Source: an optimization exercise on an open RTL-to-GDS flow (aim: small area and a short achievable clock period). Production flows keep margins and buffers that such runs may drop. Where RTL was checked, it was by simulation tests only, not by an equivalence proof against the original. No functional check of the RTL was part of runs 1, 6 and 7. Power is estimated from default activity; no workload was simulated.

--- design/flow/flow/run.sh ---
#!/bin/bash
# The standard layout (standard.sh), with one change: the port buffers
# that global placement inserts are plain sky130_fd_sc_hd__buf_1 cells
# instead of the delay cells buffer_ports picks by default.
# make's full output goes to standard.log; ORFS keeps each step's log
# under orfs/logs/.
set -euo pipefail
export BUFFER_PORTS_ARGS="-buffer_cell sky130_fd_sc_hd__buf_1"
bash standard.sh > standard.log 2>&1
--- design/flow/standard.sh ---
#!/bin/bash
# synth_recipe.tcl (not shown) runs the flow's synth.tcl, then flattens the netlist and writes it again
# the make line also repeats each setting of config.mk as NAME=value (left out here)
make -C /OpenROAD-flow-scripts/flow DESIGN_CONFIG=/design/flow/config.mk WORK_HOME=/design/flow/orfs CLKGATE_MAP_FILE= SYNTH_SCRIPT=/design/flow/synth_recipe.tcl "${@:-finish}"
--- design/flow/config.mk ---
export PLATFORM = sky130hd
export DESIGN_NAME = rob_top
export DESIGN_NICKNAME = rob_top
export VERILOG_FILES = /design/flow/design.v
export SDC_FILE = /design/flow/constraint.sdc
export NUM_CORES = 4
export LEC_CHECK = 0
export ABC_AREA = 1
export CAP_MARGIN = 20
export CORE_MARGIN = 2
export CORE_UTILIZATION = 40
export CTS_CLUSTER_DIAMETER = 80
export CTS_CLUSTER_SIZE = 30
export PLACE_DENSITY = 0.6
export SETUP_SLACK_MARGIN = 3.9
export SLEW_MARGIN = 20
--- design/flow/constraint.sdc ---
create_clock -name core_clock -period 7.0 [get_ports {clk}]
set_input_delay 1.4000 -clock core_clock [delete_from_list [all_inputs] [get_ports {clk}]]
set_output_delay 1.4000 -clock core_clock [all_outputs]
set_load 0.01 [all_outputs]
--- design/flow/design.v ---
`timescale 1ns/1ps
`default_nettype none
package rob_cfg_pkg;
    localparam int WAY = 2;
    localparam int ROB_DEPTH    = 16;
    localparam int ROB_ID_WIDTH = 4;
    localparam int ARCH_WIDTH = 5;
    localparam int PRF_WIDTH  = 6;
    localparam int CDB_CHANNELS = 3;
    localparam int FULL_THRESHOLD = 2 * WAY;
    typedef logic [ROB_ID_WIDTH-1:0] rob_id_t;
    typedef logic [ROB_ID_WIDTH:0]   rob_ptr_t;
endpackage
`default_nettype wire
`timescale 1ns/1ps
`default_nettype none
module rob_top (
    input  logic         clk,
    input  logic         rst_n,
    input  logic         alloc_en,
    input  logic [27:0]  alloc_lanes,
    output logic [7:0]   tail_ids,
    input  logic [116:0] cdb,
    output logic [23:0]  commit_lanes,
    output logic         flush,
    output logic [31:0]  redirect_pc,
    output logic         full,
    output logic [1:0]   status
);
    localparam int N    = rob_cfg_pkg::ROB_DEPTH;
    localparam int NP   = N / 2;
    localparam int NCDB = rob_cfg_pkg::CDB_CHANNELS;
    function automatic logic [3:0] inc4(input logic [3:0] x);
        inc4 = {x[3] ^ (x[2] & x[1] & x[0]), x[2] ^ (x[1] & x[0]), x[1] ^ x[0], !x[0]};
    endfunction
    function automatic logic [3:0] dec4(input logic [3:0] x);
        dec4 = {x[3] ^ !(x[2] | x[1] | x[0]), x[2] ^ !(x[1] | x[0]), x[1] ^ !x[0], !x[0]};
    endfunction
    function automatic logic [2:0] inc3(input logic [2:0] x);
        inc3 = {x[2] ^ (x[1] & x[0]), x[1] ^ x[0], !x[0]};
    endfunction
    function automatic logic lt4(input logic [3:0] a, input logic [3:0] b);
        logic [3:0] g, p;
        g = ~a & b;
        p = ~a | b;
        lt4 = g[3] || (p[3] && g[2]) || (p[3] && p[2] && g[1]) || (p[3] && p[2] && p[1] && g[0]);
    endfunction
    logic [N-1:0]  st_na, st_nb, st_a, st_b;
    assign st_a = ~st_na;
    assign st_b = ~st_nb;
    logic [10:0]   e_d [N];     
    logic [3:0]  head;
    logic [2:0]  tail3;         
    logic [3:0]  occ;           
    logic        full_r, empty_r;
    logic        c0_r, c1_r, flush_r;
    logic [10:0] l0_r, l1_r;
    logic        mp_v;          
    logic [3:0]  mp_id;         
    logic [31:0] mp_pc;
    assign tail_ids     = {tail3, 1'b1, tail3, 1'b0};
    assign full         = full_r;
    assign status       = {full_r, empty_r};
    assign flush        = flush_r;
    assign redirect_pc  = mp_pc;
    assign commit_lanes = {c1_r, l1_r, c0_r, l0_r};
    logic [NCDB-1:0]       cv, ctk;
    logic [NCDB-1:0][3:0]  cid;
    logic [NCDB-1:0][31:0] cpc;
    logic [1:0]            la, lb, ldai;
    logic [1:0][10:0]      ld;
    always_comb begin
        for (int c = 0; c < NCDB; c++) begin
            cv[c]  = cdb[c*39 + 38];
            cid[c] = cdb[c*39 + 34 +: 4];
            ctk[c] = cdb[c*39 + 32];
            cpc[c] = cdb[c*39 +: 32];
        end
        for (int l = 0; l < 2; l++) begin
            ld[l]   = alloc_lanes[l*14 + 3 +: 11];
            ldai[l] = alloc_lanes[l*14 + 2];
            la[l] = !alloc_lanes[l*14 + 2] && (!alloc_lanes[l*14 + 1] ||  alloc_lanes[l*14 + 0]);
            lb[l] = !alloc_lanes[l*14 + 2] && (!alloc_lanes[l*14 + 1] || !alloc_lanes[l*14 + 0]);
        end
    end
    logic       clr, acc;
    logic [3:0] hn, hn1, k, k_in;
    logic       k0, k1, kge2, kge11, kge13;
    assign clr  = !rst_n || flush_r;
    assign acc  = alloc_en && !full_r;
    assign hn   = c1_r ? inc4(inc4(head)) : c0_r ? inc4(head) : head;
    assign hn1  = inc4(hn);
    assign k    = c1_r ? dec4(dec4(occ)) : c0_r ? dec4(occ) : occ;
    assign k0    = (k == 4'd0);
    assign k1    = (k == 4'd1);
    assign kge2  = k[3] || k[2] || k[1];
    assign kge11 = k[3] && (k[2] || (k[1] && k[0]));
    assign kge13 = k[3] && k[2] && (k[1] || k[0]);
    assign k_in  = {k[3] ^ (k[2] & k[1]), k[2] ^ k[1], !k[1], k[0]};    
    always_ff @(posedge clk) begin
        if (clr) begin
            head    <= '0;
            tail3   <= '0;
            occ     <= '0;
            full_r  <= 1'b0;
            empty_r <= 1'b1;
        end else begin
            head    <= hn;
            tail3   <= acc ? inc3(tail3) : tail3;
            occ     <= acc ? k_in : k;
            full_r  <= acc ? kge11 : kge13;
            empty_r <= !acc && k0;
        end
    end
    logic [NCDB-1:0][N-1:0] cdec;
    logic [N-1:0]           hit;
    always_comb begin
        for (int c = 0; c < NCDB; c++)
            for (int i = 0; i < N; i++)
                cdec[c][i] = cv[c] && (cid[c] == 4'(i));
        hit = cdec[0] | cdec[1] | cdec[2];
    end
    always_ff @(posedge clk) begin
        for (int i = 0; i < N; i++) begin
            if (tail3 == 3'(i / 2)) e_d[i] <= ld[i%2];
            if (hit[i]) begin
                st_na[i] <= 1'b1;
                st_nb[i] <= 1'b1;
            end else if (tail3 == 3'(i / 2)) begin
                st_na[i] <= !la[i%2];
                st_nb[i] <= !lb[i%2];
            end
        end
    end
    logic [2:0]  pe, po;
    logic [10:0] dev, dod, ds0, ds1;
    logic        aev, bev, aod, bod, sa0, sb0, sa1, sb1;
    logic        hit0, hit1, cmis0, cmis1;
    logic        rdy0, rdy1, live0, live1, mis0, mis1, c0_n, c1_n;
    assign po  = hn[3:1];
    assign pe  = hn1[3:1];
    always_comb begin
        dev = '0; dod = '0; aev = 1'b0; bev = 1'b0; aod = 1'b0; bod = 1'b0;
        for (int p = 0; p < NP; p++) begin
            dev = dev | (e_d[2*p]   & {11{pe == 3'(p)}});
            dod = dod | (e_d[2*p+1] & {11{po == 3'(p)}});
            aev = aev | (st_a[2*p]   && pe == 3'(p));
            bev = bev | (st_b[2*p]   && pe == 3'(p));
            aod = aod | (st_a[2*p+1] && po == 3'(p));
            bod = bod | (st_b[2*p+1] && po == 3'(p));
        end
    end
    assign ds0 = hn[0] ? dod : dev;
    assign ds1 = hn[0] ? dev : dod;
    assign sa0 = hn[0] ? aod : aev;
    assign sb0 = hn[0] ? bod : bev;
    assign sa1 = hn[0] ? aev : aod;
    assign sb1 = hn[0] ? bev : bod;
    always_comb begin
        hit0 = 1'b0; hit1 = 1'b0; cmis0 = 1'b0; cmis1 = 1'b0;
        for (int c = 0; c < NCDB; c++) begin
            if (cv[c] && (cid[c] == hn)) begin
                hit0  = 1'b1;
                cmis0 = cmis0 || (ctk[c] ? (!sa0 && sb0) : (sa0 && !sb0));
            end
            if (cv[c] && (cid[c] == hn1)) begin
                hit1  = 1'b1;
                cmis1 = cmis1 || (ctk[c] ? (!sa1 && sb1) : (sa1 && !sb1));
            end
        end
    end
    assign live0 = !k0 || acc;
    assign live1 = kge2 || acc;
    assign rdy0  = !k0 ? ((!sa0 && !sb0) || hit0) : ldai[0];
    assign rdy1  = kge2 ? ((!sa1 && !sb1) || hit1) : k1 ? ldai[0] : ldai[1];
    assign mis0  = !k0 && ((mp_v && (mp_id == hn))  || cmis0);
    assign mis1  = kge2 && ((mp_v && (mp_id == hn1)) || cmis1);
    assign c0_n  = !clr && live0 && rdy0;
    assign c1_n  = c0_n && !mis0 && live1 && rdy1;
    always_ff @(posedge clk) begin
        c0_r    <= c0_n;
        c1_r    <= c1_n;
        flush_r <= c0_n && (mis0 || (live1 && rdy1 && mis1));
        l0_r    <= !k0 ? ds0 : ld[0];
        l1_r    <= kge2 ? ds1 : k1 ? ld[0] : ld[1];
    end
    logic [NCDB-1:0] cmis, cmist, cmisn, cwrap, cbeat, cand, csel;
    logic [NCDB-1:0][NCDB-1:0] cold;    
    logic            hwrap;
    logic [NCDB-1:0] cltm;
    logic [3:0][3:0] cgt, cgn;
    assign hwrap = lt4(mp_id, head);
    always_comb begin
        for (int c = 0; c < NCDB; c++) begin
            for (int g = 0; g < 4; g++) begin
                cgt[g] = st_na[4*g +: 4] >> cid[c][1:0];
                cgn[g] = st_nb[4*g +: 4] >> cid[c][1:0];
            end
            cmist[c] = cv[c] && cgt[cid[c][3:2]][0];
            cmisn[c] = cv[c] && cgn[cid[c][3:2]][0];
            cmis[c]  = ctk[c] ? cmist[c] : cmisn[c];
            cwrap[c] = lt4(cid[c], head);
            cltm[c]  = lt4(cid[c], mp_id);
            cbeat[c] = !mp_v || (cwrap[c] ? (hwrap && cltm[c]) : (hwrap || cltm[c]));
        end
        for (int c = 0; c < NCDB; c++)
            for (int d = 0; d < NCDB; d++)
                cold[c][d] = cwrap[c] ? (cwrap[d] && lt4(cid[c], cid[d])) : (cwrap[d] || lt4(cid[c], cid[d]));
        for (int c = 0; c < NCDB; c++) begin
            cand[c] = cmis[c] && cbeat[c];
            csel[c] = cand[c];
            for (int d = 0; d < NCDB; d++)
                if (d != c) csel[c] = csel[c] && (!cmis[d] || cold[c][d]);
        end
    end
    always_ff @(posedge clk) begin
        if (clr) mp_v <= 1'b0;
        else     mp_v <= mp_v || (|cmis);
        if (|cand) begin
            mp_pc <= ({32{csel[0]}} & cpc[0]) | ({32{csel[1]}} & cpc[1]) | ({32{csel[2]}} & cpc[2]);
            mp_id <= ({4{csel[0]}} & cid[0]) | ({4{csel[1]}} & cid[1]) | ({4{csel[2]}} & cid[2]);
        end
    end
endmodule
`default_nettype wire
==> impl_metrics.env, run 1 <==
export IMPL_slew_viol_final=0
export IMPL_synthFlopType="edfxtp_1"
export IMPL_synth_seq_area_share_pct=53.5
export IMPL_clk_insertion_delay_late_ns=0.53
export IMPL_setup_viol=0
export IMPL_min_path_type="flip-flop to flip-flop"
export IMPL_holdPathEnd="st_nb[2]$_SDFFE_PP1N_"
export IMPL_ys_ff_latch=283
export IMPL_numCtsBuffers=16
export IMPL_wl_mm=50.4
export IMPL_overflow=0
export IMPL_slowest_delay_ns=0.43
export IMPL_min_path_cells=2
export IMPL_grt_pass1_vias=12390
export IMPL_path_common_cell="buf_6"
export IMPL_netlist_area_um2=14600
export IMPL_drt_first_pass_iters=8
export IMPL_track_usage_pct=25.0
export IMPL_total_power_mw=8.65
export IMPL_start_util_pct=40.7
export IMPL_cp_arrival_ns=3.60
export IMPL_cp_slowest_cell="nor4_2"
export IMPL_clk_pin_slew_ns=0.10
export IMPL_powerDensity_nw_per_um2=469
export IMPL_io_buffers=210
export IMPL_tightestPinTransition_ns=0.945
export IMPL_grt_max_degree=32
export IMPL_rr_endpoint="flush_r$_DFF_P_"
export IMPL_max_freq_mhz=308
export IMPL_cp_required_ns=7.36
export IMPL_num_rows=69
export IMPL_rsz0062_at_grt="yes"
export IMPL_place_congestion=0.928
export IMPL_critPathKind="primary input to flip-flop"
export IMPL_syn_num_nets=1794
export IMPL_cts_tree="built"
export IMPL_detail_route_wl_per_cell_um=21.0
export IMPL_tns_ns=0
export IMPL_r2r_start="head[1]$_SDFF_PP0_"
export IMPL_ioPinCount=216
export IMPL_ff2ff_path_depth=21
export IMPL_antenna_found_initial=2
export IMPL_status="timing/DRC/antenna clean"
export IMPL_vias_per_cell=5.62
export IMPL_yosysUniqueCellTypes=63
export IMPL_final_nets=2093
export IMPL_place_area_um2=15800
export IMPL_crit_chain="buf_1, buf_6, nor2_4, o21ai_1, a21oi_1, nor4_2, o221ai_2, nand2_2, buf_6, clkinvlp_4, buf_6, a21oi_4, clkbuf_16, nand2_1, nand3_1"
export IMPL_clk_path_buf_depth=3
export IMPL_finalCriticalPeriod_ns=3.24
export IMPL_hold_viol=0
export IMPL_core_um2=35700
export IMPL_drc=0
export IMPL_path_max_fanout=8
export IMPL_critPathBufInv=6
export IMPL_post_route_period_util_pct=46.3
export IMPL_via_count=13530
export IMPL_cts_htree_levels=1
export IMPL_cts_sinks=283
export IMPL_dieArea_um2=37900
export IMPL_cp_start_kind="primary input"
export IMPL_critical_path_top_delay_family="buffers and inverters"
export IMPL_reg2reg_slack_ns=3.97
export IMPL_fillers=3293
export IMPL_leakagePower_nw=7.03
export IMPL_drt_iter0_drc=1095
export IMPL_drive_gt1_share_pct=20.7
export IMPL_cts_hold_fix_buffers=0
export IMPL_final_area_um2=18400
export IMPL_syn_area_per_cell_um2=8.91
export IMPL_die_w_um=195
export IMPL_syn_instance_count=1634
export IMPL_place_hpwl_mm=31.4
export IMPL_synth_edff_count=212
export IMPL_finalClockSkew_ns=0.0443
export IMPL_slew_headroom_pct=36.8
export IMPL_ys_warn_count=2
export IMPL_dieHeight_um=195
export IMPL_syn_to_final_growth_pct=26.7
export IMPL_synth_async_reset_ratio_pct=0
export IMPL_max_cap_violations=0
export IMPL_grt_pass1_wl_mm=73.6
export IMPL_postRouteAntennaNets=0
export IMPL_peakVddDrop_v=0.000274
export IMPL_cts_root_buf="clkbuf_16"
export IMPL_crit_path_end_kind="flip-flop"
export IMPL_min_from="st_nb[2]$_SDFFE_PP1N_"
## worst max path at each step
stage                     startpoint                   to  cells past startpoint
final                       cdb[113]  mp_pc[14]$_DFFE_PP_                     15
after global routing        cdb[113]   mp_pc[0]$_DFFE_PP_                     16
after CTS                   cdb[113]  mp_pc[29]$_DFFE_PP_                     16
after detailed placement     cdb[35]  mp_pc[17]$_DFFE_PP_                     13
after global placement      cdb[110]  mp_pc[17]$_DFFE_PP_                     11
after floorplan             cdb[115]   mp_id[0]$_DFFE_PP_                      8
## cells by family (layout without fill, tap and decap cells)
group | count (synthesis) | count (layout) | synth area share [%]
compound gates | 326 | 329 | 14.4
xor+xnor | 18 | 18 | 1.08
flops | 283 | 283 | 53.5
other cells | 2 | 4 | 0.0516
simple gates | 772 | 780 | 23.3
fa+ha+maj | 12 | 12 | 1.03
buf+inv | 220 | 518 | 6.57
mux | 1 | 1 | 0.0688
## per-layer routing
layer / track usage [%] / share of wire (%) / vias to the layer above
met5: 0 / 0.026 / -
met4: 8.11 / 3.4 / 2
met3: 3.56 / 7.1 / 105
met2: 43.2 / 48 / 627
met1: 32.5 / 41 / 6500
li1: - / - / 6296
## cells in the final DEF, fill, tap and decap left out, drive strengths merged, types with 4 or more instances in the layout
| master | count |
|---|---|
| o21ai | 91 |
| o22ai | 28 |
| buf | 340 |
| nor4 | 6 |
| xor2 | 17 |
| dfxtp | 71 |
| o211ai | 67 |
| clkinv | 10 |
| a21oi | 80 |
| a221oi | 22 |
| nor2 | 128 |
| nand4 | 22 |
| or3 | 5 |
| inv | 123 |
| edfxtp | 212 |
| clkbuf | 24 |
| a41oi | 9 |
| nor3 | 13 |
| a22o | 5 |
| a32o | 4 |
| nand2 | 479 |
| ha | 12 |
| nand3 | 118 |
| clkinvlp | 19 |
## area by class of cell
type	count	area [µm²]	share of cell area, %
Antenna cell	2	5.00	0.0271
Clock buffer	20	415	2.25
Clock inverter	8	100	0.543
Inverter	145	668	3.62
Multi-Input combinational cell	1142	6700	36.3
Sequential cell	283	7800	42.3
Tap cell	461	577	3.13
Timing Repair Buffer	345	2170	11.8
## report_power, final
group | internal (mW) | switching [mW] | leakage, nW | total (mW)
logic | 1.83 | 3.21 | 4.20 | 5.03
clock network | 0.480 | 0.566 | 0.249 | 1.05
registers | 2.33 | 0.243 | 2.58 | 2.57
## worst reg2reg max path, stage by stage, from the launching register on
cell,delay (ns)
dfxtp_2,0.36
ha_2,0.35
inv_1,0.05
nand2_1,0.07
nand3_2,0.13
nand2_8,0.12
buf_12,0.12
inv_1,0.09
nor2_1,0.11
buf_4,0.24
nand2_1,0.18
o22ai_1,0.24
nor2_1,0.11
nand2_1,0.09
nand2_1,0.06
nand2_2,0.08
nand2_2,0.06
nand2_1,0.06
nand3_1,0.08
nand2_1,0.09
o21ai_2,0.06
a21oi_1,0.19
## state kept, by name, indices dropped and copies added, names as in the netlist, 11 cells and up
| name | count |
|---|---|
| l1_r | 11 |
| mp_pc | 32 |
| st_nb | 16 |
| e_d | 176 |
| l0_r | 11 |
| st_na | 16 |
## metrics by stage
step | hold WS (ns) | utilization, % | cells | setup slack [ns]
after floorplan | 0.493 | - | 1634 | 3.81
after global placement | 0.541 | 44.1 | 2243 | 2.22
after detailed placement | 0.551 | 44.1 | 2243 | 2.17
after CTS | 0.562 | 49.1 | 2352 | 3.87
after global routing | 0.610 | 51.6 | 2404 | 3.69
final | 0.575 | 51.6 | 2406 | 3.76
## synthesized netlist by cell type, types with 6 or more instances
cell / n / area, µm²
o21ai_1: 7 / 35.0
nand4_1: 22 / 138
edfxtp_1: 212 / 6370
nor2_1: 115 / 432
a21oi_1: 73 / 365
ha_1: 12 / 150
clkbuf_1: 27 / 101
a221oi_1: 22 / 193
o21ai_0: 82 / 410
a41oi_1: 9 / 78.8
buf_4: 15 / 113
inv_1: 128 / 480
nor4_1: 6 / 37.5
nand3_2: 6 / 60.1
o211ai_1: 67 / 503
o22ai_1: 28 / 175
nand2_2: 14 / 87.6
nor2_2: 8 / 50.1
buf_2: 26 / 130
dfxtp_1: 71 / 1420
nor3_1: 13 / 65.1
nand2_1: 455 / 1710
inv_2: 10 / 37.5
nand3_1: 109 / 546
xor2_1: 17 / 149
## what timing repair did
| action | in CTS | in global routing |
|---|---|---|
| gates resized for setup | 141 | 129 |
| setup endpoints to repair | 99 | 97 |
| setup buffers | 69 | 48 |
| gates cloned | 12 | 4 |
| pin swaps | 19 | 39 |
==> inputs of run 2 (changes only) <==
--- a/design/flow/design.v
+++ b/design/flow/design.v
@@ -186,3 +186,3 @@
     end
-    logic [NCDB-1:0] cmis, cmist, cmisn, cwrap, cbeat, cand, csel;
+    logic [NCDB-1:0] cmis, cmist, cmisn, cwrap, cbeat, csel;
     logic [NCDB-1:0][NCDB-1:0] cold;    
@@ -209,4 +209,3 @@
         for (int c = 0; c < NCDB; c++) begin
-            cand[c] = cmis[c] && cbeat[c];
-            csel[c] = cand[c];
+            csel[c] = cmis[c] && cbeat[c];
             for (int d = 0; d < NCDB; d++)
@@ -218,3 +217,3 @@
         else     mp_v <= mp_v || (|cmis);
-        if (|cand) begin
+        if (|csel) begin
             mp_pc <= ({32{csel[0]}} & cpc[0]) | ({32{csel[1]}} & cpc[1]) | ({32{csel[2]}} & cpc[2]);
==> design/flow/flow/run.sh (replaced) <==
#!/bin/bash
# The standard layout (standard.sh), with two changes: the port buffers
# that global placement inserts are plain sky130_fd_sc_hd__buf_1 cells
# instead of the delay cells buffer_ports picks by default, and after the
# global-route timing repair, gates off the critical paths are downsized
# (ORFS's RECOVER_POWER step).
# make's full output goes to standard.log; ORFS keeps each step's log
# under orfs/logs/.
set -euo pipefail
export BUFFER_PORTS_ARGS="-buffer_cell sky130_fd_sc_hd__buf_1"
export RECOVER_POWER=100
bash standard.sh > standard.log 2>&1
--- a/design/flow/config.mk
+++ b/design/flow/config.mk
@@ -14,3 +14,3 @@
 export PLACE_DENSITY = 0.6
-export SETUP_SLACK_MARGIN = 3.9
+export SETUP_SLACK_MARGIN = 3.8
 export SLEW_MARGIN = 20
==> run 2 against run 1 <==
Total power fell by 6.2%; setup slack got worse by 1.3 ns; the layout now fails its checks (max-capacitance violations, max-slew violations); largest power group unchanged; critical endpoint is now c1_r$_DFF_P_; non-clock buffer count fell by 54.
==> impl_metrics.env, run 2 <==
export IMPL_synth_seq_area_share_pct=53.5
export IMPL_grt_pass1_wl_mm=69.4
export IMPL_dieHeight_um=195
export IMPL_hold_viol=0
export IMPL_postRouteAntennaNets=0
export IMPL_via_count=12999
export IMPL_synthFlopType="edfxtp_1"
export IMPL_rsz0062_at_grt="no"
export IMPL_die_w_um=195
export IMPL_drive_gt1_share_pct=13.2
export IMPL_io_buffers=210
export IMPL_cts_sinks=283
export IMPL_crit_path_end_kind="flip-flop"
export IMPL_synth_mux_area_share_pct=0
export IMPL_synth_fa_ha_area_share_pct=1.10
export IMPL_r2r_start="occ[0]$_SDFF_PP0_"
export IMPL_numCtsBuffers=17
export IMPL_total_power_mw=8.11
export IMPL_synthXorXnorAreaFrac_pct=1.32
export IMPL_cts_hold_fix_buffers=0
export IMPL_max_freq_mhz=222
export IMPL_detail_route_wl_per_cell_um=20.5
export IMPL_yosysUniqueCellTypes=55
export IMPL_ys_warn_count=2
export IMPL_clk_path_buf_depth=3
export IMPL_post_route_period_util_pct=64.4
export IMPL_p_sw_mw=3.84
export IMPL_cts_htree_levels=1
export IMPL_min_from="st_nb[0]$_SDFFE_PP1N_"
export IMPL_grt_pass1_vias=11811
export IMPL_powerDensity_nw_per_um2=467
export IMPL_dieArea_um2=37900
export IMPL_overflow=0
export IMPL_slowest_delay_ns=1.00
export IMPL_final_nets=2029
export IMPL_min_path_type="flip-flop to flip-flop"
export IMPL_final_cell_mix="375 x nand2_1, 212 x edfxtp_1, 173 x buf_1"
export IMPL_peakVddDrop_v=0.000264
export IMPL_synth_most_common_cell="nand2_1"
export IMPL_startpoint="occ[0]$_SDFF_PP0_"
export IMPL_clk_insertion_delay_late_ns=0.54
export IMPL_synth_edff_count=212
export IMPL_cp_slowest_cell="clkbuf_1"
export IMPL_largest_reg_flops=176
export IMPL_clk_pin_slew_ns=0.10
export IMPL_place_hpwl_mm=31.4
export IMPL_setup_viol=0
export IMPL_place_congestion=0.926
export IMPL_max_cap_violations=8
export IMPL_synth_simple_gate_area_share_pct=20.1
export IMPL_ys_ff_latch=283
export IMPL_netlist_area_um2=14600
export IMPL_synth_async_reset_ratio_pct=0
export IMPL_start_util_pct=40.7
export IMPL_drt_iter0_drc=1067
export IMPL_layout_commonest_cell="nand2_1"
export IMPL_share_seq_of_total_power_pct=32.0
export IMPL_crit_chain="inv_1, ha_1, or2_1, nand2_1, inv_1, or2_0, nand3_1, and2_0, nand2_1, nor2_1, inv_4, nor2_1, clkbuf_1, clkinvlp_4, clkbuf_1, o21ai_0, nand2_1, nor2_1"
export IMPL_finalClockSkew_ns=0.0440
export IMPL_regMostFlops="e_d"
export IMPL_yosys_top_cells_count="391 x nand2_1, 212 x edfxtp_1, 184 x inv_1, 114 x nor2_1, 102 x o21ai_0"
export IMPL_cp_arrival_ns=4.96
export IMPL_slew_headroom_pct=-55.7
export IMPL_status="finished with violations"
export IMPL_grt_max_degree=34
export IMPL_fillers=3376
export IMPL_track_usage_pct=23.9
export IMPL_path_max_fanout=24
export IMPL_violations="max-capacitance violations, max-slew violations"
export IMPL_critical_path_top_delay_family="buffers and inverters"
export IMPL_critPathBufInv=6
export IMPL_num_rows=69
export IMPL_power_frac_clock_pct=13.9
export IMPL_core_um2=35700
export IMPL_drt_first_pass_iters=6
export IMPL_tns_ns=0
export IMPL_syn_area_per_cell_um2=8.96
export IMPL_finalCriticalPeriod_ns=4.51
export IMPL_drc=0
export IMPL_syn_instance_count=1625
export IMPL_critPathKind="flip-flop to flip-flop"
export IMPL_slew_viol_final=228
export IMPL_synth_top_family_by_area="simple AND/OR/NAND/NOR gates"
export IMPL_p_int_mw=4.27
export IMPL_synth_top_area_cell="edfxtp_1"
export IMPL_syn_num_nets=1785
export IMPL_p_sw_share_pct=47.4
export IMPL_top_regs="e_d x176, mp_pc x32"
export IMPL_tightestPinTransition_ns=2.33
export IMPL_synth_compound_area_share_pct=16.1
export IMPL_ioPinCount=216
export IMPL_antenna_found_initial=0
export IMPL_antenna_cells=0
export IMPL_leakagePower_nw=6.64
export IMPL_synth_top_area_share_pct=43.7
export IMPL_wl_mm=47.9
export IMPL_cp_start_kind="flip-flop"
export IMPL_synthTopCellsByArea="edfxtp_1 44%, nand2_1 10%, dfxtp_1 9.8%"
export IMPL_combPwrFrac_pct=54.2
export IMPL_cp_required_ns=7.45
export IMPL_cts_tree="built"
export IMPL_cts_root_buf="clkbuf_16"
export IMPL_syn_to_final_growth_pct=19.3
export IMPL_vias_per_cell=5.55
## run 2: worst register-to-register path: cells and delay by family, from the launching register on
family	cells	cell delay [ns]
buffers and inverters	6	2.03
and+or+nand+nor	10	1.49
DFF	1	0.41
AOI/OAI and AO/OA	1	0.32
adders and majority gates	1	0.21
## run 2: kinds of logic after synthesis
| family | Yosys count |
|---|---|
| buffers and inverters | 280 |
| XOR/XNOR | 22 |
| AND/OR/NAND/NOR | 669 |
| AO/OA/AOI/OAI | 356 |
| other | 2 |
| flip-flops | 283 |
| adder cells (fa/ha/maj) | 13 |
## run 2: worst paths after layout
check,depth (start not counted),slack [ns],end
min reg2reg,2,0.58,st_nb[0]$_SDFFE_PP1N_
min,2,0.58,st_nb[0]$_SDFFE_PP1N_
max,18,2.49,c1_r$_DFF_P_
max reg2reg,18,2.49,c1_r$_DFF_P_
## run 2: what timing repair did
action / in CTS / in global routing
pin swaps: 10 / 25
buffers inserted: 21 / 42
endpoints found under the hold margin: 0 / 0
cloned: 5 / 3
endpoints found under the setup margin: 99 / 97
resized for setup: 97 / 80
## run 2: through the flow
stage | setup slack (ns) | utilization [%] | instance area (µm²) | cells | hold slack, ns
global route | 2.18 | 48.6 | 17400 | 2341 | 0.594
finish | 2.49 | 48.6 | 17400 | 2341 | 0.578
global placement | 1.64 | 44.1 | 15800 | 2240 | 0.548
detailed placement | 1.64 | 44.1 | 15800 | 2240 | 0.554
CTS | 3.80 | 47.2 | 16900 | 2296 | 0.569
floorplan | 2.84 | - | 14700 | 1625 | 0.484
## run 2: cell type report
| type | instances | area, µm² | share of cell area, % |
|---|---|---|---|
| sequential | 283 | 7800 | 44.9 |
| multi-input combinational | 1066 | 6010 | 34.6 |
| timing repair buffer | 291 | 1510 | 8.69 |
| inverter | 208 | 881 | 5.07 |
| tap | 461 | 577 | 3.32 |
| clock buffer | 21 | 460 | 2.65 |
| clock inverter | 9 | 121 | 0.699 |
| timing repair inverter | 2 | 15.0 | 0.0865 |
## run 2: power groups by stage
stage,combinational (mW),sequential (mW),clock (mW)
5_1_grt,4.80,2.63,1.19
6_report,4.39,2.59,1.12
3_5_place_dp,3.87,2.61,0
2_1_floorplan,2.64,2.59,0
4_1_cts,4.16,2.58,1.14
3_3_place_gp,3.84,2.60,0
## run 2: routing by layer
metal / up-vias / share of wire, % / global-route usage (%)
li1: 6155 / - / -
met1: 6118 / 41 / 30.0
met2: 619 / 47 / 41.2
met3: 107 / 7.5 / 3.78
met4: 0 / 4.3 / 9.22
met5: - / 0 / 0
==> inputs of run 3 (changes only) <==
--- a/design/flow/design.v
+++ b/design/flow/design.v
@@ -217,6 +217,6 @@
         else     mp_v <= mp_v || (|cmis);
-        if (|csel) begin
-            mp_pc <= ({32{csel[0]}} & cpc[0]) | ({32{csel[1]}} & cpc[1]) | ({32{csel[2]}} & cpc[2]);
-            mp_id <= ({4{csel[0]}} & cid[0]) | ({4{csel[1]}} & cid[1]) | ({4{csel[2]}} & cid[2]);
-        end
+        mp_pc <= ({32{csel[0]}} & cpc[0]) | ({32{csel[1]}} & cpc[1]) | ({32{csel[2]}} & cpc[2])
+               | ({32{!(|csel)}} & mp_pc);
+        mp_id <= ({4{csel[0]}} & cid[0]) | ({4{csel[1]}} & cid[1]) | ({4{csel[2]}} & cid[2])
+               | ({4{!(|csel)}} & mp_id);
     end
==> design/flow/flow/run.sh (replaced) <==
#!/bin/bash
# The standard layout (standard.sh), with one change: the port buffers
# that global placement inserts are plain sky130_fd_sc_hd__buf_1 cells
# instead of the delay cells buffer_ports picks by default.
# make's full output goes to standard.log; ORFS keeps each step's log
# under orfs/logs/.
set -euo pipefail
export BUFFER_PORTS_ARGS="-buffer_cell sky130_fd_sc_hd__buf_1"
bash standard.sh > standard.log 2>&1
--- a/design/flow/config.mk
+++ b/design/flow/config.mk
@@ -14,3 +14,3 @@
 export PLACE_DENSITY = 0.6
-export SETUP_SLACK_MARGIN = 3.8
+export SETUP_SLACK_MARGIN = 4.1
 export SLEW_MARGIN = 20
==> run 3 against run 2 <==
The run now finishes clean; clock power is 5% lower; fmax up 47%; first-iteration DRC count down 0.28%; synthesized area down 2.7%; count of clock-buffer cells in the layout decreased by 1; global-route usage increased by 1.3 points; hold slack worse by 0.11 ns; sequential cell count is the same; routed wire length grew 3.0%; core utilization rose by 2.6 points; largest power group unchanged.
==> impl_metrics.env, run 3 <==
export IMPL_layout_commonest_cell="nand2_1"
export IMPL_drt_first_pass_iters=5
export IMPL_yosysUniqueCellTypes=55
export IMPL_hold_viol=0
export IMPL_reg2reg_slack_ns=4.16
export IMPL_synth_edff_count=176
export IMPL_ioPinCount=216
export IMPL_rsz0062_at_grt="yes"
export IMPL_cp_required_ns=7.38
export IMPL_start_util_pct=40.8
export IMPL_syn_instance_count=1627
export IMPL_slew_headroom_pct=29.6
export IMPL_register_area_um2=7450
export IMPL_clk_path_buf_depth=3
export IMPL_yosys_top_cells_count="471 x nand2_1, 176 x edfxtp_1, 116 x nor2_1, 107 x dfxtp_1, 100 x inv_1"
export IMPL_crit_path_end_kind="flip-flop"
export IMPL_regMostFlops="e_d"
export IMPL_die_w_um=192
export IMPL_min_path_type="flip-flop to flip-flop"
export IMPL_drt_iter0_drc=1064
export IMPL_drc=0
export IMPL_netlist_area_um2=14200
export IMPL_place_hpwl_mm=31.7
export IMPL_peakVddDrop_v=0.000311
export IMPL_clk_pin_slew_ns=0.08
export IMPL_core_um2=34700
export IMPL_leakagePower_nw=6.66
export IMPL_via_count=13403
export IMPL_syn_to_final_growth_pct=25.4
export IMPL_fillers=3243
export IMPL_syn_num_nets=1787
export IMPL_dp_cells=2228
export IMPL_cts_hold_fix_buffers=0
export IMPL_numCtsBuffers=16
export IMPL_cp_start_kind="primary input"
export IMPL_largest_reg_flops=176
export IMPL_antenna_found_initial=2
export IMPL_postRouteAntennaNets=0
export IMPL_synth_top_area_cell="edfxtp_1"
export IMPL_grt_max_degree=36
export IMPL_slowest_delay_ns=0.25
export IMPL_grt_pass1_vias=12572
export IMPL_ys_ff_latch=283
export IMPL_antenna_cells=0
export IMPL_track_usage_pct=25.2
export IMPL_max_freq_mhz=327
export IMPL_cts_root_buf="clkbuf_16"
export IMPL_cp_arrival_ns=3.44
export IMPL_top_regs="e_d x176, mp_pc x32"
export IMPL_synth_seq_area_share_pct=52.4
export IMPL_finalClockSkew_ns=0.0425
export IMPL_num_rows=68
export IMPL_ys_warn_count=2
export IMPL_synth_top_area_share_pct=37.3
export IMPL_detail_route_wl_per_cell_um=21.0
export IMPL_vias_per_cell=5.70
export IMPL_synthFlopType="edfxtp_1"
export IMPL_synth_most_common_cell="nand2_1"
export IMPL_status="timing/DRC/antenna clean"
export IMPL_powerDensity_nw_per_um2=505
export IMPL_post_route_period_util_pct=43.7
export IMPL_synth_async_reset_ratio_pct=0
export IMPL_final_cell_mix="426 x nand2_1, 196 x buf_1, 176 x edfxtp_1"
export IMPL_setup_viol=0
export IMPL_cts_tree="built"
export IMPL_path_max_fanout=16
export IMPL_syn_area_per_cell_um2=8.70
export IMPL_clk_insertion_delay_late_ns=0.54
export IMPL_place_congestion=0.952
export IMPL_wl_mm=49.3
export IMPL_multi_input_area_um2=6600
export IMPL_path_common_cell="nand2_1"
export IMPL_fin_cells=2353
export IMPL_finalCriticalPeriod_ns=3.06
export IMPL_slew_viol_final=0
export IMPL_drive_gt1_share_pct=18.7
export IMPL_critPathKind="primary input to flip-flop"
export IMPL_io_buffers=210
export IMPL_tns_ns=0
export IMPL_crit_chain="buf_2, inv_2, nand2_1, a41oi_1, nor2_1, nand2_1, nand2_2, a21oi_4, nand3_4, nand3_4, buf_12, inv_16, nand2_1, nand4_1"
export IMPL_dieArea_um2=36900
export IMPL_tightestPinTransition_ns=1.05
export IMPL_cts_sinks=283
export IMPL_cts_htree_levels=1
export IMPL_final_nets=2048
export IMPL_synthTopCellsByArea="edfxtp_1 37%, dfxtp_1 15%, nand2_1 12%"
export IMPL_dieHeight_um=192
export IMPL_cp_slowest_cell="inv_2"
export IMPL_max_cap_violations=0
export IMPL_overflow=0
export IMPL_grt_pass1_wl_mm=71.2
run 3: changes by cell type after synthesis, moves of 35 or more:
cell      delta
edfxtp_1    -36
dfxtp_1     +36
nand2_1     +80
o221ai_1    -39
o21ai_0     -35
inv_1       -84
run 3: report_power, final:
part	internal, mW	switching [mW]
logic	1.96	3.36
clock network	0.457	0.604
registers	2.29	0.303
run 3: cell families (layout without fill, tap and decap cells):
kind of cell             after synthesis  count (layout)  synth area share (%)
AND/OR/NAND/NOR                      764             767                  23.4
XOR/XNOR                              15              15                 0.928
other                                  2               2                0.0530
buffers and inverters                204             472                  6.03
flip-flops                           283             283                  52.4
multiplexers                           1               1                0.0707
adder cells (fa/ha/maj)               13              13                  1.13
AO/OA/AOI/OAI                        345             345                  16.0
run 3: path summary, 6_finish.rpt:
check,from,end,cells after the start
max,cdb[36],mp_pc[10]$_DFF_P_,14
min,mp_pc[14]$_DFF_P_,mp_pc[14]$_DFF_P_,2
max reg2reg,mp_id[2]$_DFF_P_,mp_pc[10]$_DFF_P_,13
min reg2reg,mp_pc[14]$_DFF_P_,mp_pc[14]$_DFF_P_,2
run 3: area by class of cell:
cell class,instances,area share (%)
clock buffers,20,2.34
inverters,129,3.45
well taps,455,3.21
flip-flops and latches,283,41.9
multi-input cells,1143,37.2
repair buffers,314,11.2
clock inverters,8,0.585
repair inverters,1,0.113
run 3: metal layers:
metal  vias up  GRT usage [%]  part of all wire [%]
met5         -              0                 0.045
met4         4           10.2                   4.2
met3       126           3.75                   8.0
met2       643           42.1                    47
met1      6388           32.7                    41
li1       6242              -                     -
run 3: timing repair:
action | CTS | global route
cloned | 4 | 3
pin swaps | 20 | 56
hold endpoints to repair | 0 | 0
buffers inserted | 43 | 46
gates resized for setup | 118 | 162
setup endpoints to repair | 63 | 61
run 3: critical path: cells and delay by family:
kind / cells / cell delay [ns]
AOI/OAI and AO/OA: 2 / 0.41
buffers and inverters: 4 / 0.64
and+or+nand+nor: 8 / 0.98
run 3: through the flow:
| stage | instance area, µm² | total power, mW | setup WS (ns) | util (%) | hold slack (ns) |
|---|---|---|---|---|---|
| after floorplan | 14300 | 5.45 | 3.82 | - | 0.484 |
| after global placement | 15300 | 6.63 | 2.35 | 44.1 | 0.441 |
| after detailed placement | 15300 | 6.70 | 2.39 | 44.1 | 0.449 |
| after CTS | 16700 | 8.28 | 4.04 | 48.1 | 0.471 |
| after global routing | 17800 | 9.58 | 3.90 | 51.1 | 0.487 |
| final | 17800 | 8.97 | 3.94 | 51.1 | 0.467 |
==> inputs of run 4 (changes only) <==
--- a/design/flow/config.mk
+++ b/design/flow/config.mk
@@ -14,3 +14,3 @@
 export PLACE_DENSITY = 0.6
-export SETUP_SLACK_MARGIN = 4.1
+export SETUP_SLACK_MARGIN = 3.8
 export SLEW_MARGIN = 20
==> run 4 against run 3 <==
Synthesized cell count is the same; routed wire length shrank 4.6%; sequential power is essentially flat; sequential share of layout area grew 1.9 points; via count shrank 3.1%; hold slack lost 0.0053 ns; cell area shrank 4.4%; first-iteration DRC count grew 9.3%; combinational power shrank 12%; clock power is essentially flat; total power shrank 7.2%; register-to-register slack lost 0.13 ns; critical path type unchanged; largest power group unchanged.
==> impl_metrics.env, run 4 <==
export IMPL_regMostFlops="e_d"
export IMPL_path_max_fanout=35
export IMPL_routed_wl_met3_mm=3.64
export IMPL_top_regs="e_d x176, mp_pc x32"
export IMPL_hold_viol=0
export IMPL_ys_ff_latch=283
export IMPL_io_buffers=210
export IMPL_start_util_pct=40.8
export IMPL_tightestPinTransition_ns=1.07
export IMPL_critPathKind="primary input to flip-flop"
export IMPL_ys_warn_count=2
export IMPL_slew_headroom_pct=28.7
export IMPL_synth_seq_area_share_pct=52.4
export IMPL_num_rows=68
export IMPL_setup_viol=0
export IMPL_peakVddDrop_v=0.000276
export IMPL_synth_top_area_share_pct=37.3
export IMPL_dieArea_um2=36900
export IMPL_hold_ws_ns=0.462
export IMPL_crit_path_end_kind="flip-flop"
export IMPL_numCtsBuffers=17
export IMPL_drt_iter0_drc=1163
export IMPL_min_from="mp_pc[31]$_DFF_P_"
export IMPL_largest_reg_flops=176
export IMPL_yosys_top_cells_count="471 x nand2_1, 176 x edfxtp_1, 116 x nor2_1, 107 x dfxtp_1, 100 x inv_1"
export IMPL_grt_pass1_wl_mm=68.4
export IMPL_synthFlopType="edfxtp_1"
export IMPL_wl_met1_mm=19.7
export IMPL_max_freq_mhz=316
export IMPL_cp_start_kind="primary input"
export IMPL_yosysUniqueCellTypes=55
export IMPL_syn_num_nets=1787
export IMPL_die_w_um=192
export IMPL_grt_max_degree=38
export IMPL_cts_hold_fix_buffers=0
export IMPL_synth_most_common_cell="nand2_1"
export IMPL_netlist_area_um2=14200
export IMPL_place_congestion=0.956
export IMPL_clk_path_buf_depth=3
export IMPL_synth_edff_count=176
export IMPL_tns_ns=0
export IMPL_cp_required_ns=7.39
export IMPL_antenna_found_initial=0
export IMPL_min_path_type="flip-flop to flip-flop"
export IMPL_r2r_start="head[3]$_SDFF_PP0_"
export IMPL_grt_pass1_vias=11707
export IMPL_rsz0062_at_grt="no"
export IMPL_holdPathEnd="mp_pc[31]$_DFF_P_"
export IMPL_clk_insertion_delay_late_ns=0.54
export IMPL_synth_top_area_cell="edfxtp_1"
export IMPL_layout_commonest_cell="nand2_1"
export IMPL_via_count=12984
export IMPL_min_path_cells=2
export IMPL_drc=0
export IMPL_fillers=3334
export IMPL_cts_htree_levels=1
export IMPL_final_nets=2017
export IMPL_final_cell_mix="464 x nand2_1, 196 x buf_1, 176 x edfxtp_1"
export IMPL_drt_first_pass_iters=6
export IMPL_leakagePower_nw=6.36
export IMPL_max_cap_violations=0
export IMPL_finalCriticalPeriod_ns=3.17
export IMPL_finalClockSkew_ns=0.0396
export IMPL_antenna_cells=0
export IMPL_ff2ff_path_depth=13
export IMPL_place_hpwl_mm=31.2
export IMPL_track_usage_pct=24.2
export IMPL_detail_route_wl_per_cell_um=20.2
export IMPL_reg2reg_slack_ns=4.03
export IMPL_wl_met2_mm=22.1
export IMPL_rr_endpoint="l1_r[7]$_DFF_P_"
export IMPL_clk_pin_slew_ns=0.08
export IMPL_ioPinCount=216
export IMPL_utilization_pct=48.9
export IMPL_final_area_um2=17000
export IMPL_highest_layer="met4"
export IMPL_cts_root_buf="clkbuf_16"
export IMPL_drive_gt1_share_pct=13.4
export IMPL_vias_per_cell=5.59
export IMPL_dieHeight_um=192
export IMPL_post_route_period_util_pct=45.2
export IMPL_cp_arrival_ns=3.55
export IMPL_postRouteAntennaNets=0
export IMPL_fin_cells=2323
export IMPL_synthTopCellsByArea="edfxtp_1 37%, dfxtp_1 15%, nand2_1 12%"
export IMPL_syn_instance_count=1627
export IMPL_core_um2=34700
export IMPL_cts_sinks=283
export IMPL_synth_async_reset_ratio_pct=0
export IMPL_wl_mm=47.0
export IMPL_dp_cells=2228
export IMPL_powerDensity_nw_per_um2=490
export IMPL_place_area_um2=15300
export IMPL_status="timing/DRC/antenna clean"
export IMPL_syn_area_per_cell_um2=8.70
export IMPL_syn_to_final_growth_pct=19.9
export IMPL_slew_viol_final=0
export IMPL_cts_tree="built"
export IMPL_overflow=0
==> run 4: cell counts after synthesis <==
No cell type changed its count.
==> run 4: cell type report <==
class | count | area, µm² | area share (%)
sequential | 283 | 7440 | 43.8
multi-input combinational | 1141 | 6250 | 36.8
timing repair buffer | 281 | 1560 | 9.16
inverter | 129 | 576 | 3.39
tap | 455 | 569 | 3.35
clock buffer | 23 | 458 | 2.70
clock inverter | 7 | 90.1 | 0.531
timing repair inverter | 4 | 46.3 | 0.273
==> run 4: layer usage <==
layer	track usage [%]	vias up
met5	0	-
met4	6.81	0
met3	3.54	85
met2	41.0	578
met1	32.2	6146
li1	-	6175
==> run 4: logic make-up (layout without fill, tap and decap cells) <==
logic type,after synthesis,after routing,synth area share (%)
AOI/OAI and AO/OA,345,345,16.0
xor gates and xnor gates,15,15,0.928
adders and majority gates,13,13,1.13
buffers and inverters,204,444,6.03
DFF,283,283,52.4
muxes,1,1,0.0707
other,2,2,0.0530
and+or+nand+nor,764,765,23.4
==> run 4: timing repair <==
action / 4_1_cts / 5_1_grt
cloned: 2 / 6
gates resized for setup: 65 / 95
setup endpoints to repair: 63 / 62
buffers inserted: 15 / 42
pin swaps: 5 / 27
==> run 4: worst max-delay path by stage <==
stage | startpoint | to | slack [ns] | cells past startpoint
after CTS | cdb[34] | mp_pc[8]$_DFF_P_ | 3.81 | 14
after floorplan | cdb[76] | mp_pc[10]$_DFF_P_ | 3.80 | 18
after global placement | cdb[113] | mp_pc[7]$_DFF_P_ | 2.22 | 14
after detailed placement | cdb[113] | mp_pc[5]$_DFF_P_ | 2.14 | 14
after global routing | cdb[71] | mp_pc[13]$_DFF_P_ | 3.75 | 15
final | cdb[74] | mp_id[1]$_DFF_P_ | 3.83 | 14
==> run 4: power breakdown <==
part	internal, mW	total, mW	switching, mW
Sequential	2.29	2.57	0.278
Clock	0.487	1.09	0.599
Combinational	1.58	4.68	3.09
==> run 4: stage by stage <==
stage | power (mW) | setup WS, ns
2_1_floorplan | 5.43 | 3.80
3_3_place_gp | 6.65 | 2.22
3_5_place_dp | 6.70 | 2.14
4_1_cts | 8.02 | 3.81
5_1_grt | 8.94 | 3.75
6_report | 8.33 | 3.83
==> run 4: worst max-delay path, cell delays in order <==
cell and delay [ns]:
buf_4 0.10, buf_6 0.13, clkinvlp_4 0.11, nor2_4 0.20, o211ai_1 0.17, a41oi_2 0.24
nor2_2 0.08, a21oi_2 0.23, buf_4 0.15, o211ai_1 0.09, nand3_2 0.17, inv_6 0.14
a21oi_1 0.22, o21ai_0 0.11
==> inputs of run 5 (changes only) <==
--- a/design/flow/config.mk
+++ b/design/flow/config.mk
@@ -14,3 +14,3 @@
 export PLACE_DENSITY = 0.6
-export SETUP_SLACK_MARGIN = 3.8
+export SETUP_SLACK_MARGIN = 3.95
 export SLEW_MARGIN = 20
==> run 5 against run 4 <==
Still clean on timing, DRC and antenna; hold slack better by 0.00090 ns; die area unchanged; synthesized cell count unchanged; clock power about the same; synthesized area unchanged; register-to-register slack better by 0.10 ns; first-iteration DRC count up 5.7%; sequential share of layout area down 0.57 points; global-route usage up 0.49 points; sequential power about the same; cell area up 1.4%; count of clock-buffer cells in the layout down 2; critical endpoint is now mp_pc[22]$_DFF_P_.
==> impl_metrics.env, run 5 <==
export IMPL_status="timing/DRC/antenna clean"
export IMPL_grt_pass1_vias=11933
export IMPL_post_route_period_util_pct=43.5
export IMPL_tightestPinTransition_ns=1.02
export IMPL_critPathKind="primary input to flip-flop"
export IMPL_grt_pass1_wl_mm=69.8
export IMPL_detail_route_wl_per_cell_um=20.5
export IMPL_synthTopCellsByArea="edfxtp_1 37%, dfxtp_1 15%, nand2_1 12%"
export IMPL_synthXorXnorAreaFrac_pct=0.928
export IMPL_setup_viol=0
export IMPL_synth_simple_gate_area_share_pct=23.4
export IMPL_clk_path_buf_depth=3
export IMPL_syn_to_final_growth_pct=21.6
export IMPL_drt_first_pass_iters=5
export IMPL_fin_cells=2325
export IMPL_via_count=13108
export IMPL_cts_htree_levels=1
export IMPL_wl_mm=47.7
export IMPL_dp_cells=2229
export IMPL_synth_seq_area_share_pct=52.4
export IMPL_path_max_fanout=8
export IMPL_place_area_um2=15300
export IMPL_slew_headroom_pct=31.9
export IMPL_ys_warn_count=2
export IMPL_slew_viol_final=0
export IMPL_powerDensity_nw_per_um2=497
export IMPL_max_freq_mhz=329
export IMPL_ioPinCount=216
export IMPL_clk_insertion_delay_late_ns=0.54
export IMPL_final_nets=2019
export IMPL_peakVddDrop_v=0.000319
export IMPL_die_w_um=192
export IMPL_crit_path_end_kind="flip-flop"
export IMPL_synth_mux_area_share_pct=0.0707
export IMPL_io_buffers=210
export IMPL_core_um2=34700
export IMPL_utilization_pct=49.6
export IMPL_synth_top_area_cell="edfxtp_1"
export IMPL_grt_use_met2_pct=41.7
export IMPL_yosys_top_cells_count="471 x nand2_1, 176 x edfxtp_1, 116 x nor2_1, 107 x dfxtp_1, 100 x inv_1"
export IMPL_ys_ff_latch=283
export IMPL_drc=0
export IMPL_dieHeight_um=192
export IMPL_finalClockSkew_ns=0.0311
export IMPL_rsz0062_at_grt="yes"
export IMPL_numCtsBuffers=17
export IMPL_leakagePower_nw=6.42
export IMPL_cts_root_buf="clkbuf_16"
export IMPL_finalCriticalPeriod_ns=3.04
export IMPL_hold_ws_ns=0.462
export IMPL_synthFlopType="edfxtp_1"
export IMPL_min_path_type="flip-flop to flip-flop"
export IMPL_start_util_pct=40.8
export IMPL_num_rows=68
export IMPL_top_regs="e_d x176, mp_pc x32"
export IMPL_synth_most_common_cell="nand2_1"
export IMPL_syn_area_per_cell_um2=8.70
export IMPL_cts_tree="built"
export IMPL_syn_instance_count=1627
export IMPL_final_cell_mix="445 x nand2_1, 197 x buf_1, 176 x edfxtp_1"
export IMPL_busiest_layer="met2"
export IMPL_cp_arrival_ns=3.44
export IMPL_clk_pin_slew_ns=0.08
export IMPL_max_cap_violations=0
export IMPL_cp_required_ns=7.40
export IMPL_hold_viol=0
export IMPL_reg2reg_slack_ns=4.13
export IMPL_drive_gt1_share_pct=15.2
export IMPL_overflow=0
export IMPL_netlist_area_um2=14200
export IMPL_synth_edff_count=176
export IMPL_met1_usage_pct=32.6
export IMPL_postRouteAntennaNets=0
export IMPL_use_met3_pct=3.51
export IMPL_synth_top_area_share_pct=37.3
export IMPL_place_hpwl_mm=31.7
export IMPL_dieArea_um2=36900
export IMPL_cp_start_kind="primary input"
export IMPL_syn_num_nets=1787
export IMPL_regMostFlops="e_d"
export IMPL_yosysUniqueCellTypes=55
export IMPL_synth_top_family_by_area="simple AND/OR/NAND/NOR gates"
export IMPL_largest_reg_flops=176
export IMPL_grt_max_degree=36
export IMPL_layout_commonest_cell="nand2_1"
export IMPL_synth_fa_ha_area_share_pct=1.13
export IMPL_cts_sinks=283
export IMPL_tns_ns=0
export IMPL_vias_per_cell=5.64
export IMPL_track_usage_pct=24.7
export IMPL_final_area_um2=17200
export IMPL_synth_async_reset_ratio_pct=0
export IMPL_drt_iter0_drc=1229
export IMPL_place_congestion=0.925
export IMPL_synth_compound_area_share_pct=16.0
export IMPL_antenna_found_initial=0
run 5: cell count changes in the layout (fill, tap and decap cells not counted), moves of 4 or more:
cell	delta
nand2_2	+17
buf_6	+4
buf_4	-6
nand2_1	-19
run 5: cells by family after synthesis:
family,Yosys count
compound gates,345
xor+xnor,15
fa+ha+maj,13
buf+inv,204
flops,283
mux,1
other cells,2
simple gates,764
run 5: worst max-delay path: stages:
cell      delay (ns)
buf_6           0.09
buf_8           0.13
nor2_2          0.23
o211ai_1        0.18
a41oi_2         0.27
nor2_2          0.08
a21oi_4         0.22
inv_2           0.09
a21oi_4         0.13
nand3_4         0.13
nand3_4         0.09
buf_12          0.17
clkinv_8        0.10
nand2_2         0.06
nand4_1         0.06
run 5: stage by stage:
step                      power (mW)  setup slack [ns]
after floorplan                 5.44              3.82
after global placement          6.62              2.51
after detailed placement        6.70              2.46
after CTS                       8.08              3.92
after global routing            9.16              3.92
final                           8.56              3.96
run 5: power breakdown:
part / internal [mW] / switching (mW) / total, mW / leakage [nW]
Clock: 0.492 / 0.609 / 1.10 / 0.271
Combinational: 1.71 / 3.15 / 4.86 / 3.63
Sequential: 2.29 / 0.303 / 2.59 / 2.52
Total: 4.49 / 4.07 / 8.56 / 6.42
run 5: routing by layer:
layer | vias up | part of all wire [%]
li1 | 6176 | -
met1 | 6296 | 41
met2 | 545 | 48
met3 | 91 | 7.5
met4 | 0 | 3.0
met5 | - | 0
run 5: final timing paths:
kind / cells past startpoint / startpoint / to
worst max-delay path: 15 / cdb[74] / mp_pc[22]$_DFF_P_
worst min-delay path: 2 / mp_pc[9]$_DFF_P_ / mp_pc[9]$_DFF_P_
worst max register to register: 23 / head[0]$_SDFF_PP0_ / c1_r$_DFF_P_
worst min register to register: 2 / mp_pc[9]$_DFF_P_ / mp_pc[9]$_DFF_P_
run 5: layout make-up:
class / count / area (µm²)
sequential: 283 / 7440
timing repair inverter: 3 / 33.8
clock inverter: 8 / 105
inverter: 129 / 586
antenna: 1 / 2.50
timing repair buffer: 283 / 1650
clock buffer: 21 / 450
fill: 3260 / 17500
tap: 455 / 569
multi-input combinational: 1142 / 6370
run 5: what timing repair did:
item,4_1_cts,5_1_grt
pin swaps,8,39
cloned,3,4
setup endpoints to repair,63,61
buffers inserted,20,37
gates resized for setup,86,109
hold buffers,0,0
==> inputs of run 6 (changes only) <==
--- a/design/flow/design.v
+++ b/design/flow/design.v
@@ -53,2 +53,3 @@
     logic [2:0]  tail3;         
+    logic [2:0]  tail3_o;       
     logic [3:0]  occ;           
@@ -60,3 +61,3 @@
     logic [31:0] mp_pc;
-    assign tail_ids     = {tail3, 1'b1, tail3, 1'b0};
+    assign tail_ids     = {tail3_o, 1'b1, tail3_o, 1'b0};
     assign full         = full_r;
@@ -103,2 +104,3 @@
             tail3   <= '0;
+            tail3_o <= '0;
             occ     <= '0;
@@ -109,2 +111,3 @@
             tail3   <= acc ? inc3(tail3) : tail3;
+            tail3_o <= acc ? inc3(tail3_o) : tail3_o;
             occ     <= acc ? k_in : k;
==> run 6 against run 5 <==
Hold slack worse by 0.0024 ns; sequential share of layout area down 1.4 points; clock power up 6%; routed wire length up 2.3%; die area up 0.43%; global-route usage up 0.40 points; cell area up 4.2%; sequential cell count up 3; core utilization up 1.2 points; sequential power down 2%; critical path depth unchanged; first-iteration DRC count up 3.3%; largest cell class unchanged.
==> impl_metrics.env, run 6 <==
export IMPL_status="timing/DRC/antenna clean"
export IMPL_detail_route_wl_per_cell_um=20.5
export IMPL_syn_instance_count=1644
export IMPL_min_path_type="flip-flop to flip-flop"
export IMPL_synthTopCellsByArea="edfxtp_1 37%, dfxtp_1 15%, nand2_1 12%"
export IMPL_netlist_area_um2=14200
export IMPL_overflow=0
export IMPL_synth_compound_area_share_pct=16.4
export IMPL_slew_headroom_pct=26.8
export IMPL_postRouteAntennaNets=0
export IMPL_syn_to_final_growth_pct=26.1
export IMPL_cts_tree="built"
export IMPL_clk_path_buf_depth=3
export IMPL_synth_simple_gate_area_share_pct=22.3
export IMPL_cp_slowest_cell="clkinvlp_4"
export IMPL_ys_ff_latch=286
export IMPL_finalCriticalPeriod_ns=3.14
export IMPL_core_um2=35300
export IMPL_hold_ws_ns=0.460
export IMPL_max_cap_violations=0
export IMPL_ff2ff_path_depth=21
export IMPL_cts_sinks=286
export IMPL_dieArea_um2=37100
export IMPL_synth_mux_area_share_pct=0.0704
export IMPL_dieHeight_um=193
export IMPL_drive_gt1_share_pct=18.2
export IMPL_startpoint="cdb[114]"
export IMPL_reg2reg_slack_ns=4.02
export IMPL_cts_hold_fix_buffers=0
export IMPL_drt_iter0_drc=1270
export IMPL_min_path_cells=2
export IMPL_setup_viol=0
export IMPL_final_nets=2072
export IMPL_synthFlopType="edfxtp_1"
export IMPL_via_count=13650
export IMPL_synth_top_family_by_area="simple AND/OR/NAND/NOR gates"
export IMPL_synth_async_reset_ratio_pct=0
export IMPL_drt_first_pass_iters=5
export IMPL_cp_required_ns=7.39
export IMPL_synth_most_common_cell="nand2_1"
export IMPL_track_usage_pct=25.1
export IMPL_final_cell_mix="406 x nand2_1, 197 x buf_1, 176 x edfxtp_1"
export IMPL_regMostFlops="e_d"
export IMPL_powerDensity_nw_per_um2=475
export IMPL_drc=0
export IMPL_synth_fa_ha_area_share_pct=1.14
export IMPL_largest_reg_flops=176
export IMPL_grt_pass1_vias=12296
export IMPL_layout_commonest_cell="nand2_1"
export IMPL_holdPathEnd="mp_pc[23]$_DFF_P_"
export IMPL_critPathKind="primary input to flip-flop"
export IMPL_finalClockSkew_ns=0.0513
export IMPL_die_w_um=193
export IMPL_syn_num_nets=1805
export IMPL_clk_insertion_delay_late_ns=0.55
export IMPL_synth_top_area_cell="edfxtp_1"
export IMPL_slowest_delay_ns=0.30
export IMPL_tns_ns=0
export IMPL_io_buffers=210
export IMPL_synth_top_area_share_pct=37.2
export IMPL_crit_path_end_kind="flip-flop"
export IMPL_r2r_start="head[0]$_SDFF_PP0_"
export IMPL_vias_per_cell=5.73
export IMPL_path_max_fanout=17
export IMPL_antenna_found_initial=1
export IMPL_numCtsBuffers=18
export IMPL_post_route_period_util_pct=44.8
export IMPL_slew_viol_final=0
export IMPL_leakagePower_nw=6.81
export IMPL_rr_endpoint="c1_r$_DFF_P_"
export IMPL_synth_edff_count=176
export IMPL_synth_seq_area_share_pct=52.6
export IMPL_start_util_pct=40.3
export IMPL_clk_pin_slew_ns=0.07
export IMPL_yosysUniqueCellTypes=56
export IMPL_hold_viol=0
export IMPL_grt_max_degree=41
export IMPL_grt_pass1_wl_mm=71.2
export IMPL_syn_area_per_cell_um2=8.65
export IMPL_cts_root_buf="clkbuf_16"
export IMPL_place_congestion=0.952
export IMPL_ys_warn_count=2
export IMPL_wl_mm=48.8
export IMPL_yosys_top_cells_count="456 x nand2_1, 176 x edfxtp_1, 124 x inv_1, 116 x nor2_1, 110 x dfxtp_1"
export IMPL_synthXorXnorAreaFrac_pct=0.985
export IMPL_max_freq_mhz=319
export IMPL_place_hpwl_mm=30.9
export IMPL_min_from="mp_pc[23]$_DFF_P_"
export IMPL_antenna_cells=0
export IMPL_peakVddDrop_v=0.000269
export IMPL_rsz0062_at_grt="yes"
export IMPL_cp_arrival_ns=3.52
export IMPL_crit_chain="buf_2, clkinvlp_4, nand2_2, a41oi_1, nor2_1, nand2_1, nand2_2, inv_2, o211ai_1, nand3_2, nand3_4, buf_12, inv_16, nand2_1, nand4_1"
export IMPL_top_regs="e_d x176, mp_pc x32"
export IMPL_num_rows=69
export IMPL_cp_start_kind="primary input"
export IMPL_ioPinCount=216
export IMPL_cts_htree_levels=1
export IMPL_tightestPinTransition_ns=1.10
-- run 6: repair_timing --
action / 4_1_cts / 5_1_grt
setup buffers: 53 / 43
gates resized for setup: 122 / 144
gates cloned: 5 / 3
pin swaps: 26 / 83
setup endpoints to repair: 63 / 62
-- run 6: power by group --
group | internal, mW | switching [mW] | total [mW] | leakage (nW)
Clock | 0.521 | 0.651 | 1.17 | 0.295
Combinational | 1.80 | 3.00 | 4.80 | 3.98
Sequential | 2.28 | 0.263 | 2.54 | 2.54
Total | 4.60 | 3.92 | 8.52 | 6.81
-- run 6: per-stage QoR --
step / utilization [%] / instances / setup slack, ns / area, µm² / power [mW]
2_1_floorplan: - / 1644 / 3.95 / 14500 / 5.05
3_3_place_gp: 43.7 / 2248 / 2.14 / 15400 / 6.13
3_5_place_dp: 43.7 / 2248 / 2.15 / 15400 / 6.18
4_1_cts: 48.1 / 2337 / 3.92 / 17000 / 7.90
5_1_grt: 50.8 / 2383 / 3.78 / 17900 / 9.04
6_report: 50.8 / 2383 / 3.86 / 17900 / 8.52
-- run 6: cell families (layout without fill, tap and decap cells) --
| family | after synthesis | after routing |
|---|---|---|
| compound gates | 354 | 354 |
| simple gates | 750 | 751 |
| flops | 286 | 286 |
| other cells | 2 | 2 |
| fa+ha+maj | 13 | 13 |
| xor+xnor | 16 | 16 |
| mux | 1 | 1 |
| buf+inv | 222 | 499 |
-- run 6: layout make-up --
| cell class | instances | area [µm²] |
|---|---|---|
| fillers | 3276 | 17400 |
| flip-flops and latches | 286 | 7500 |
| multi-input cells | 1137 | 6530 |
| repair buffers | 322 | 1990 |
| inverters | 142 | 681 |
| well taps | 461 | 577 |
| clock buffers | 22 | 467 |
| clock inverters | 9 | 141 |
| repair inverters | 4 | 46.3 |
-- run 6: worst max path at each step --
stage	endpoint	cells after the start
after global placement	mp_id[2]$_DFF_P_	16
after global routing	mp_pc[3]$_DFF_P_	16
after floorplan	mp_pc[10]$_DFF_P_	15
after CTS	mp_pc[16]$_DFF_P_	16
final	mp_pc[3]$_DFF_P_	15
after detailed placement	mp_id[0]$_DFF_P_	16
-- run 6: per-layer routing --
metal	global-route usage (%)	wire, µm	share of wire [%]	up-vias
met4	10.1	2020	4.1	2
li1	-	-	-	6302
met1	32.8	19900	41	6530
met3	3.44	3780	7.7	135
met5	0	11	0.023	-
met2	42.0	23100	47	681
-- run 6: worst max-delay path, delay by kind of cell --
family / cells / cell delay (ns)
buf+inv: 5 / 0.83
simple gates: 8 / 1.10
compound gates: 2 / 0.18
==> inputs of run 7 (changes only) <==
--- a/design/flow/config.mk
+++ b/design/flow/config.mk
@@ -14,3 +14,3 @@
 export PLACE_DENSITY = 0.6
-export SETUP_SLACK_MARGIN = 3.95
+export SETUP_SLACK_MARGIN = 4.1
 export SLEW_MARGIN = 20
==> run 7 against run 6 <==
Count of clock-buffer cells in the layout shrank 1; synthesized cell count unchanged; setup slack gained 0.13 ns; die area is the same; cell count increased by 1.5%; clock power about the same; hold slack better by 0.0022 ns; sequential share of layout area decreased by 2.2 points; non-clock buffer count increased by 30; global-route usage up 0.77 points; critical path depth unchanged; highest routed layer unchanged.
==> impl_metrics.env, run 7 <==
export IMPL_status="timing/DRC/antenna clean"
export IMPL_start_util_pct=40.3
export IMPL_dp_cells=2245
export IMPL_syn_area_per_cell_um2=8.65
export IMPL_synthTopCellsByArea="edfxtp_1 37%, dfxtp_1 15%, nand2_1 12%"
export IMPL_drc=0
export IMPL_syn_num_nets=1805
export IMPL_tightestPinTransition_ns=1.09
export IMPL_max_freq_mhz=333
export IMPL_core_um2=35300
export IMPL_tns_ns=0
export IMPL_hold_viol=0
export IMPL_rsz0062_at_grt="yes"
export IMPL_yosys_top_cells_count="456 x nand2_1, 176 x edfxtp_1, 124 x inv_1, 116 x nor2_1, 110 x dfxtp_1"
export IMPL_crit_path_end_kind="flip-flop"
export IMPL_utilization_pct=53.6
export IMPL_synthFlopType="edfxtp_1"
export IMPL_cts_htree_levels=1
export IMPL_setup_viol=0
export IMPL_fin_cells=2419
export IMPL_clk_path_buf_depth=3
export IMPL_drt_iter0_drc=1257
export IMPL_final_cell_mix="374 x nand2_1, 195 x buf_1, 176 x edfxtp_1"
export IMPL_cts_sinks=286
export IMPL_cts_hold_fix_buffers=0
export IMPL_grt_pass1_wl_mm=73.1
export IMPL_clk_insertion_delay_late_ns=0.55
export IMPL_ys_warn_count=2
export IMPL_die_w_um=193
export IMPL_cts_tree="built"
export IMPL_peakVddDrop_v=0.000271
export IMPL_cp_start_kind="primary input"
export IMPL_netlist_area_um2=14200
export IMPL_slew_headroom_pct=27.5
export IMPL_numCtsBuffers=18
export IMPL_finalClockSkew_ns=0.0512
export IMPL_place_congestion=0.912
export IMPL_cp_slowest_cell="clkinvlp_4"
export IMPL_dieHeight_um=193
export IMPL_drt_first_pass_iters=8
export IMPL_synth_top_area_share_pct=37.2
export IMPL_synth_most_common_cell="nand2_1"
export IMPL_max_cap_violations=0
export IMPL_grt_pass1_vias=12560
export IMPL_critPathKind="primary input to flip-flop"
export IMPL_wl_mm=50.8
export IMPL_cts_root_buf="clkbuf_16"
export IMPL_layout_commonest_cell="nand2_1"
export IMPL_post_route_period_util_pct=42.9
[run 7: per-layer routing]
metal / up-vias / part of all wire [%] / track usage, %
met5: - / 0.024 / 0
met4: 2 / 3.7 / 9.13
met3: 130 / 7.4 / 3.38
met2: 680 / 49 / 44.6
met1: 6606 / 40 / 33.2
li1: 6393 / - / -
[run 7: worst register-to-register path: stages, from the launching register on]
cell and delay (ns):
dfxtp_4 0.37, ha_4 0.25, inv_2 0.05, nand2_2 0.05
nand2_2 0.06, nand2_2 0.06, nand2_4 0.09, clkinvlp_4 0.15
ha_4 0.28, buf_12 0.13, nor2_4 0.30, nand4_1 0.20
nand2_2 0.14, nor2_4 0.06, nand2_2 0.08, nand2_2 0.05
nand2_2 0.08, nand2_4 0.07, nand2_2 0.06, nand3_2 0.06
nand2_2 0.10, o21ai_2 0.07, nand2_1 0.08, nor2_1 0.04
[run 7: power by group]
part / switching (mW) / internal (mW) / total (mW)
registers: 0.278 / 2.28 / 2.56
clock network: 0.638 / 0.513 / 1.15
logic: 3.31 / 2.16 / 5.47
[run 7: timing repair]
action / in CTS / in global routing
endpoints found under the setup margin: 63 / 61
pin swaps: 72 / 115
resized for setup: 256 / 173
cloned: 16 / 1
buffers inserted: 86 / 38
[run 7: cell families (layout without fill, tap and decap cells)]
group / Yosys count / after routing / synth area share (%)
buffers and inverters: 222 / 534 / 6.40
other: 2 / 2 / 0.0528
flip-flops: 286 / 286 / 52.6
AO/OA/AOI/OAI: 354 / 354 / 16.4
multiplexers: 1 / 1 / 0.0704
XOR/XNOR: 16 / 16 / 0.985
adder cells (fa/ha/maj): 13 / 13 / 1.14
AND/OR/NAND/NOR: 750 / 752 / 22.3
[run 7: cell type report]
cell class                      count  area, µm²
Multi-Input combinational cell   1138       6930
Clock inverter                     11        136
Inverter                          142        703
Timing Repair inverter              8        106
Fill cell                        3164      16400
Timing Repair Buffer              352       2500
Tap cell                          461        577
Sequential cell                   286       7510
Clock buffer                       21        462
[run 7: per-stage QoR]
step,cell area (µm²),power (mW)
after floorplan,14600,5.07
after global placement,15400,6.15
after detailed placement,15400,6.19
after CTS,18000,8.40
after global routing,18900,9.71
final,18900,9.18
[run 7: final timing paths]
check	startpoint	to	slack [ns]	cells past startpoint
max	cdb[114]	mp_id[3]$_DFF_P_	3.99	15
min	mp_pc[23]$_DFF_P_	mp_pc[23]$_DFF_P_	0.46	2
max reg2reg	head[0]$_SDFF_PP0_	c1_r$_DFF_P_	4.01	23
min reg2reg	mp_pc[23]$_DFF_P_	mp_pc[23]$_DFF_P_	0.46	2

Check on run 7: ideal ports give 3.994 ns setup slack; a clkbuf_16 on the clock port and buf_2 on the inputs give 3.992 ns; moving port delays by the midpoint clock arrival (0.577 ns) as well gives 3.415 ns.
